Context: an optimization exercise on an open-source flow, tuned for small area. The choices shown serve that exercise and are no tape-out recipe. RTL that was checked went through simulation tests only; none was proved equivalent to the original. Power figures rest on the tool's default switching activity, not on a simulated workload.

## JK
// fp_mult_unit
module fp_mult_unit
(
    input  logic                clk,
    input  logic                rst_n,
    input  logic                clk_en,
    input  logic                start,
    input  logic [FP_WIDTH-1:0] dataa,
    input  logic [FP_WIDTH-1:0] datab,
    output logic [FP_WIDTH-1:0] result,
    output logic                done,
    output logic                busy
);
Size in the first run: ~400 cells after synthesis.
==> module fp_mult_unit, before the edit <==
module fp_mult_unit
(
    input  logic                clk,
    input  logic                rst_n,
    input  logic                clk_en,
    input  logic                start,
    input  logic [FP_WIDTH-1:0] dataa,
    input  logic [FP_WIDTH-1:0] datab,
    output logic [FP_WIDTH-1:0] result,
    output logic                done,
    output logic                busy
);
    localparam logic [4:0] C_LOAD = 5'd8;
    localparam logic [4:0] C_PACK = 5'd4;
    localparam logic [4:0] C_DONE = 5'd5;
    localparam int unsigned EB = 16;      
    logic                 busy_q, done_q;    
    logic [4:0]           cnt_q;
    logic [MAN_WIDTH-1:0] mc_q;         
    logic [MAN_WIDTH-1:0] mp_q;         
    logic [SIG_WIDTH-1:0] acc_q;        
    logic                 stx_q;        
    logic                 g_q, r_q, st_q;
    logic [8:0]           e_q;          
    logic                 s_q;          
    logic                 nan_q;
    logic [7:0] ea, eb;
    logic       a_z, b_z, a_ff, b_ff, a_fnz, b_fnz, nan_c;
    assign ea    = dataa[30:23];
    assign eb    = datab[30:23];
    assign a_z   = ~|ea;
    assign b_z   = ~|eb;
    assign a_ff  = &ea;
    assign b_ff  = &eb;
    assign a_fnz = |dataa[22:0];
    assign b_fnz = |datab[22:0];
    assign nan_c = (a_ff & a_fnz) | (b_ff & b_fnz) | (a_ff & b_z) | (a_z & b_ff);
    logic       accept;
    logic [8:0] esum;         
    logic [8:0] eload;
    always_comb begin
        if (accept & (a_ff | b_ff))     eload = 9'h180;    
        else if (accept & (a_z | b_z))  eload = 9'h000;    
        else                            eload = esum;
    end
    logic run, mul, last, top, einc, norm, pack, emode;
    assign accept = clk_en & start & (~busy_q | done_q);
    assign done_q = busy_q & (cnt_q == C_DONE);
    assign run    = clk_en & busy_q & ~done_q;
    assign mul    = cnt_q[4] | cnt_q[3];                           
    assign last   = &cnt_q;
    assign top    = (cnt_q[4:2] == 3'b000) & acc_q[SIG_WIDTH-1];
    assign einc   = top & ~cnt_q[0];                                
    assign norm   = top & cnt_q[0];                                 
    assign emode  = accept | einc;
    assign pack   = (cnt_q == C_PACK);
    logic                 b_bit;
    logic                 p23, rbl, rnd, cin;
    logic [SIG_WIDTH-1:0] addend, opa;
    logic [SIG_WIDTH:0]   t;
    logic [SIG_WIDTH:0]   c;
    assign g_q    = mp_q[MAN_WIDTH-1];
    assign r_q    = mp_q[MAN_WIDTH-2];
    assign st_q   = stx_q;
    assign b_bit  = last | mp_q[0];
    always_comb begin
        opa    = acc_q;
        addend = (mul & b_bit) ? {1'b1, mc_q} : '0;
        if (accept) begin
            opa[EB +: 8]    = ea;
            addend[EB +: 8] = eb;
        end else if (einc) begin
            opa[EB +: 8]    = e_q[7:0];
        end
    end
    assign p23    = acc_q[0] ^ mc_q[0];
    assign rbl    = g_q & (p23 | r_q | st_q);
    assign rnd    = g_q & ~r_q & (st_q | acc_q[0]);
    assign cin    = last ? rbl : (~mul & rnd);
    assign c[0] = cin;
    genvar k;
    generate
        for (k = 0; k < SIG_WIDTH; k++) begin : g_add
            logic ck;     
            if (k == EB) begin : g_ci
                assign ck = c[k] | emode;
            end else begin : g_cn
                assign ck = c[k];
            end
            assign t[k]   = opa[k] ^ addend[k] ^ ck;
            assign c[k+1] = (opa[k] & addend[k]) | (ck & (opa[k] ^ addend[k]));
        end
    endgenerate
    assign t[SIG_WIDTH] = c[SIG_WIDTH];
    assign esum = {(e_q[8] & ~accept) ^ t[SIG_WIDTH], t[EB +: 8]};
    logic step;         
    assign step = mul | norm;
    logic ovf, unf, clr;
    assign ovf = e_q[8] & (e_q[7] | (&e_q[6:0]));
    assign unf = ~e_q[8] & (~e_q[7] | ~|e_q[6:0]);
    assign clr = ovf | unf;           
    always_ff @(posedge clk or negedge rst_n) begin
        if (!rst_n) begin
            busy_q <= 1'b0;
        end else if (clk_en) begin
            if (accept)      busy_q <= 1'b1;
            else if (done_q) busy_q <= 1'b0;
        end
    end
    always_ff @(posedge clk) begin
        if (accept) e_q <= eload;
        if (accept) begin
            cnt_q <= C_LOAD;
            mc_q  <= datab[22:0];
            mp_q  <= dataa[22:0];
            acc_q <= '0;
            s_q   <= (dataa[31] ^ datab[31]) & ~nan_c;
            nan_q <= nan_c;
        end else if (run) begin
            cnt_q <= cnt_q + 5'd1;
            if (step) begin
                acc_q <= t[SIG_WIDTH:1];
                mp_q  <= {t[0], mp_q[MAN_WIDTH-1:1]};
                stx_q <= (cnt_q[4:1] != 4'b0100) & (stx_q | r_q);
            end else if (pack & clr) begin
                acc_q <= {2'b00, nan_q, 21'd0};
                mp_q[MAN_WIDTH-1] <= 1'b0;
            end
            if (einc) e_q <= eload;
        end
    end
    assign result = {s_q, ovf ? 8'hFF : unf ? 8'h00 : {~e_q[7], e_q[6:0]},
                     acc_q[21:0], g_q};
    assign done   = done_q;
    assign busy   = busy_q;
endmodule
export LEC_CHECK = 0
export ABC_AREA = 1
export CAP_MARGIN = 20
export CORE_MARGIN = 2
export CORE_UTILIZATION = 60
export CTS_BUF_LIST = sky130_fd_sc_hd__clkbuf_8
export PLACE_DENSITY = 0.75
export SLEW_MARGIN = 20
create_clock -name core_clock -period 12.0 [get_ports {clk}]
standard.sh (not shown) runs the stock make flow with config.mk's settings and CLKGATE_MAP_FILE= SYNTH_SCRIPT=/design/flow/synth_recipe.tcl, a recipe that flattens the netlist after the stock synthesis.
==> flow/flow/run.sh <==
#!/bin/bash
# Standard ORFS layout with two changes:
#  - synthesis maps logic with an area-only ABC script (flow/abc_area.script):
#    no timing-driven buffering or upsizing; the resizer repairs later steps;
#  - port buffers use the smallest buffer cell.
# Registers, power grid, taps and constraints are the standard flow's.
set -euo pipefail
W=$PWD
cat > "$W/my_synth.tcl" <<EOT
proc abc {args} {
  set i [lsearch -exact \$args -script]
  if {\$i >= 0} { lset args [expr {\$i + 1}] $W/flow/abc_area.script }
  yosys abc {*}\$args
}
source $W/synth_recipe.tcl
EOT
export BUFFER_PORTS_ARGS="-buffer_cell sky130_fd_sc_hd__buf_1"
export CTS_ARGS="-sink_clustering_enable -repair_clock_nets -buf_list sky130_fd_sc_hd__clkbuf_8 -dont_use_dummy_load"
bash standard.sh SYNTH_SCRIPT="$W/my_synth.tcl" finish > make_finish.log 2>&1
==> flow/flow/abc_area.script <==
strash
dc2
dch -f
amap
strash
dc2
dch -f
amap
topo
Changes in MS relative to JK:
--- a/flow/design.v
+++ b/flow/design.v
@@ -142,6 +142,5 @@
                 assign ck = c[k];
             end
-            assign t[k]   = opa[k] ^ addend[k] ^ ck;
-            assign c[k+1] = (opa[k] & addend[k]) | (ck & (opa[k] ^ addend[k]));
+            assign {c[k+1], t[k]} = {1'b0, opa[k]} + {1'b0, addend[k]} + {1'b0, ck};
         end
     endgenerate
@@ -178,5 +177,5 @@
                 stx_q <= (cnt_q[4:1] != 4'b0100) & (stx_q | r_q);
             end else if (pack & clr) begin
-                acc_q <= {2'b00, nan_q, 21'd0};
+                acc_q <= '0;
                 mp_q[MAN_WIDTH-1] <= 1'b0;
             end
@@ -185,5 +184,5 @@
     end
     assign result = {s_q, ovf ? 8'hFF : unf ? 8'h00 : {~e_q[7], e_q[6:0]},
-                     acc_q[21:0], g_q};
+                     acc_q[21] | nan_q, acc_q[20:0], g_q};
     assign done   = done_q;
     assign busy   = busy_q;
--- outcome ---
Comparing JK and MS, the higher maximum clock frequency was measured on JK. Core area (MS vs. JK) decreases slightly. Fraction of the mapped netlist area in compound gates | MS above JK. Where register-to-register slack is concerned, JK is better than MS. Sort JK and MS by global routing usage on met3, ascending, and MS comes first. Fraction of the yosys area taken by sequential cells: MS higher than JK. Changes observed in MS relative to JK: worst clock skew on the final layout about even, synthesis-to-layout area growth rose 0.75 points, final area fell 0.66%.
Function not checked in MS: the RTL went through the layout flow alone.

* * *

The RTL this note starts from:
==> flow/design.v <==
package fp_pkg;
    localparam int unsigned FP_WIDTH   = 32;
    localparam int unsigned EXP_WIDTH  = 8;
    localparam int unsigned MAN_WIDTH  = 23;
    localparam int unsigned SIG_WIDTH  = MAN_WIDTH + 1;    
    localparam int unsigned RND_WIDTH  = SIG_WIDTH + 1;    
    localparam int unsigned PROD_WIDTH = 2 * SIG_WIDTH;
    localparam int unsigned EXPI_WIDTH = 10;               
    localparam int unsigned BIAS       = 127;
    localparam logic [FP_WIDTH-1:0] QNAN = 32'h7FC0_0000;
    typedef enum logic [1:0] {
        FP_ZERO,
        FP_NORM,
        FP_INF,
        FP_NAN
    } fp_class_e;
    typedef enum logic [2:0] {
        S_IDLE,
        S_UNPACK,
        S_MULT,
        S_NORM,
        S_PACK
    } state_e;
    typedef struct packed {
        logic                 sign;
        logic [EXP_WIDTH-1:0] exp;
        logic [SIG_WIDTH-1:0] man;
        fp_class_e            cls;
    } fp_unpacked_t;
endpackage
import fp_pkg::*;
module fp_classify
(
    input  logic [FP_WIDTH-1:0] op,
    output fp_pkg::fp_unpacked_t unp
);
    logic [EXP_WIDTH-1:0] exp_c;
    logic [MAN_WIDTH-1:0] frac_c;
    assign exp_c  = op[FP_WIDTH-2 -: EXP_WIDTH];
    assign frac_c = op[MAN_WIDTH-1:0];
    always_comb begin
        unp.sign = op[FP_WIDTH-1];
        unp.exp  = exp_c;
        unp.man  = {1'b1, frac_c};
        unp.cls  = FP_NORM;
        if (exp_c == '0) begin
            unp.cls = FP_ZERO;
            unp.man = '0;
        end else if (&exp_c) begin
            unp.cls = (frac_c != '0) ? FP_NAN : FP_INF;
        end
    end
endmodule
import fp_pkg::*;
module fp_mult_unit
(
    input  logic                clk,
    input  logic                rst_n,
    input  logic                clk_en,
    input  logic                start,
    input  logic [FP_WIDTH-1:0] dataa,
    input  logic [FP_WIDTH-1:0] datab,
    output logic [FP_WIDTH-1:0] result,
    output logic                done,
    output logic                busy
);
    localparam logic [4:0] C_LOAD = 5'd8;
    localparam logic [4:0] C_PACK = 5'd4;
    localparam logic [4:0] C_DONE = 5'd5;
    localparam int unsigned EB = 16;      
    logic                 busy_q, done_q;    
    logic [4:0]           cnt_q;
    logic [MAN_WIDTH-1:0] mc_q;         
    logic [MAN_WIDTH-1:0] mp_q;         
    logic [SIG_WIDTH-1:0] acc_q;        
    logic                 stx_q;        
    logic                 g_q, r_q, st_q;
    logic [8:0]           e_q;          
    logic                 s_q;          
    logic                 nan_q;
    logic [7:0] ea, eb;
    logic       a_z, b_z, a_ff, b_ff, a_fnz, b_fnz, nan_c;
    assign ea    = dataa[30:23];
    assign eb    = datab[30:23];
    assign a_z   = ~|ea;
    assign b_z   = ~|eb;
    assign a_ff  = &ea;
    assign b_ff  = &eb;
    assign a_fnz = |dataa[22:0];
    assign b_fnz = |datab[22:0];
    assign nan_c = (a_ff & a_fnz) | (b_ff & b_fnz) | (a_ff & b_z) | (a_z & b_ff);
    logic       accept;
    logic [8:0] esum;         
    logic [8:0] eload;
    always_comb begin
        if (accept & (a_ff | b_ff))     eload = 9'h180;    
        else if (accept & (a_z | b_z))  eload = 9'h000;    
        else                            eload = esum;
    end
    logic run, mul, last, top, einc, norm, pack, emode;
    assign accept = clk_en & start & (~busy_q | done_q);
    assign done_q = busy_q & (cnt_q == C_DONE);
    assign run    = clk_en & busy_q & ~done_q;
    assign mul    = cnt_q[4] | cnt_q[3];                           
    assign last   = &cnt_q;
    assign top    = (cnt_q[4:2] == 3'b000) & acc_q[SIG_WIDTH-1];
    assign einc   = top & ~cnt_q[0];                                
    assign norm   = top & cnt_q[0];                                 
    assign emode  = accept | einc;
    assign pack   = (cnt_q == C_PACK);
    logic                 b_bit;
    logic                 p23, rbl, rnd, cin;
    logic [SIG_WIDTH-1:0] addend, opa;
    logic [SIG_WIDTH:0]   t;
    logic [SIG_WIDTH:0]   c;
    assign g_q    = mp_q[MAN_WIDTH-1];
    assign r_q    = mp_q[MAN_WIDTH-2];
    assign st_q   = stx_q;
    assign b_bit  = last | mp_q[0];
    always_comb begin
        opa    = acc_q;
        addend = (mul & b_bit) ? {1'b1, mc_q} : '0;
        if (accept) begin
            opa[EB +: 8]    = ea;
            addend[EB +: 8] = eb;
        end else if (einc) begin
            opa[EB +: 8]    = e_q[7:0];
        end
    end
    assign p23    = acc_q[0] ^ mc_q[0];
    assign rbl    = g_q & (p23 | r_q | st_q);
    assign rnd    = g_q & ~r_q & (st_q | acc_q[0]);
    assign cin    = last ? rbl : (~mul & rnd);
    assign c[0] = cin;
    genvar k;
    generate
        for (k = 0; k < SIG_WIDTH; k++) begin : g_add
            logic ck;     
            if (k == EB) begin : g_ci
                assign ck = c[k] | emode;
            end else begin : g_cn
                assign ck = c[k];
            end
            assign {c[k+1], t[k]} = {1'b0, opa[k]} + {1'b0, addend[k]} + {1'b0, ck};
        end
    endgenerate
    assign t[SIG_WIDTH] = c[SIG_WIDTH];
    assign esum = {(e_q[8] & ~accept) ^ t[SIG_WIDTH], t[EB +: 8]};
    logic step;         
    assign step = mul | norm;
    logic ovf, unf, clr;
    assign ovf = e_q[8] & (e_q[7] | (&e_q[6:0]));
    assign unf = ~e_q[8] & (~e_q[7] | ~|e_q[6:0]);
    assign clr = ovf | unf;           
    always_ff @(posedge clk or negedge rst_n) begin
        if (!rst_n) begin
            busy_q <= 1'b0;
        end else if (clk_en) begin
            if (accept)      busy_q <= 1'b1;
            else if (done_q) busy_q <= 1'b0;
        end
    end
    always_ff @(posedge clk) begin
        if (accept) e_q <= eload;
        if (accept) begin
            cnt_q <= C_LOAD;
            mc_q  <= datab[22:0];
            mp_q  <= dataa[22:0];
            acc_q <= '0;
            s_q   <= dataa[31] ^ datab[31];
            nan_q <= nan_c;
        end else if (run) begin
            cnt_q <= cnt_q + 5'd1;
            if (step) begin
                acc_q <= t[SIG_WIDTH:1];
                mp_q  <= {t[0], mp_q[MAN_WIDTH-1:1]};
                stx_q <= (cnt_q[4:1] != 4'b0100) & (stx_q | r_q);
            end else if (pack & clr) begin
                acc_q <= '0;
                mp_q[MAN_WIDTH-1] <= 1'b0;
            end
            if (einc) e_q <= eload;
        end
    end
    assign result = {s_q & ~nan_q, ovf ? 8'hFF : unf ? 8'h00 : {~e_q[7], e_q[6:0]},
                     acc_q[21] | nan_q, acc_q[20:0], g_q};
    assign done   = done_q;
    assign busy   = busy_q;
endmodule
Settings: LEC_CHECK=0, ABC_AREA=1, CAP_MARGIN=20, CORE_MARGIN=2, CORE_UTILIZATION=60, CTS_BUF_LIST=sky130_fd_sc_hd__clkbuf_8, PLACE_DENSITY=0.75, SLEW_MARGIN=20; clock period 12.0 ns.
==> flow/flow/abc_area.script <==
strash
dc2
dch -f
map -a
mfs
strash
dch -f
amap
topo
Scripts as last shown in full above: flow/flow/run.sh
Then changed:
--- a/flow/design.v
+++ b/flow/design.v
@@ -167,7 +167,7 @@
             mc_q  <= datab[22:0];
             mp_q  <= dataa[22:0];
             acc_q <= '0;
-            s_q   <= dataa[31] ^ datab[31];
+            s_q   <= (dataa[31] ^ datab[31]) & ~nan_c;
             nan_q <= nan_c;
         end else if (run) begin
             cnt_q <= cnt_q + 5'd1;
@@ -176,14 +176,14 @@
                 mp_q  <= {t[0], mp_q[MAN_WIDTH-1:1]};
                 stx_q <= (cnt_q[4:1] != 4'b0100) & (stx_q | r_q);
             end else if (pack & clr) begin
-                acc_q <= '0;
+                acc_q <= {2'b00, nan_q, 21'd0};
                 mp_q[MAN_WIDTH-1] <= 1'b0;
             end
             if (einc) e_q <= eload;
         end
     end
-    assign result = {s_q & ~nan_q, ovf ? 8'hFF : unf ? 8'h00 : {~e_q[7], e_q[6:0]},
-                     acc_q[21] | nan_q, acc_q[20:0], g_q};
+    assign result = {s_q, ovf ? 8'hFF : unf ? 8'h00 : {~e_q[7], e_q[6:0]},
+                     acc_q[21:0], g_q};
     assign done   = done_q;
     assign busy   = busy_q;
 endmodule
After rerunning: Clock skew barely changes; wire length rose by 1.7%; clock-buffer cell count does not change; sequential share of layout area stays flat; power falls by 7.2%; worst hold slack improves by 0.0037 ns.
Function not checked in the first run of this note: the RTL went through the layout flow alone.

[separate check: timing with driven ports]
How much do the figures lean on ideal ports? The routed layouts below were timed once more, with nothing changed but the port constraints.
Step 1 (the two cells are an assumption about what drives the block):
set clk [get_ports {clk}]
set_driving_cell -lib_cell sky130_fd_sc_hd__clkbuf_16 $clk
set_driving_cell -lib_cell sky130_fd_sc_hd__buf_2 [delete_from_list [all_inputs] $clk]
Step 2 adds t to the input delays and takes it off the output delays; t is the mean of the earliest and latest rising clock arrival at the registers after step 1. Input paths then give back, and output paths get back, about the clock's delay inside the block.
a / b / c = no drivers / after step 1 / after step 2; a / b = the first two.
run | t (ns) | slack for setup (ns) | worst hold slack (ns) | worst setup path after step 2 | worst register clock-pin slew, ns
JK | 0.378 | 1.075 / 1.075 / 1.075 | 0.465 / 0.465 / 0.465 | register to register | 0.09 / 0.09
MS | 0.370 | 0.543 / 0.543 / 0.543 | 0.478 / 0.478 / 0.478 | register to register | 0.09 / 0.09
the first run of note 2 | 0.374 | 0.594 / 0.594 / 0.594 | 0.476 / 0.476 / 0.476 | register to register | 0.09 / 0.09
the second run of note 2 | 0.367 | 0.513 / 0.513 / 0.513 | 0.480 / 0.480 / 0.480 | register to register | 0.08 / 0.08
After both steps every run listed still meets setup and hold.
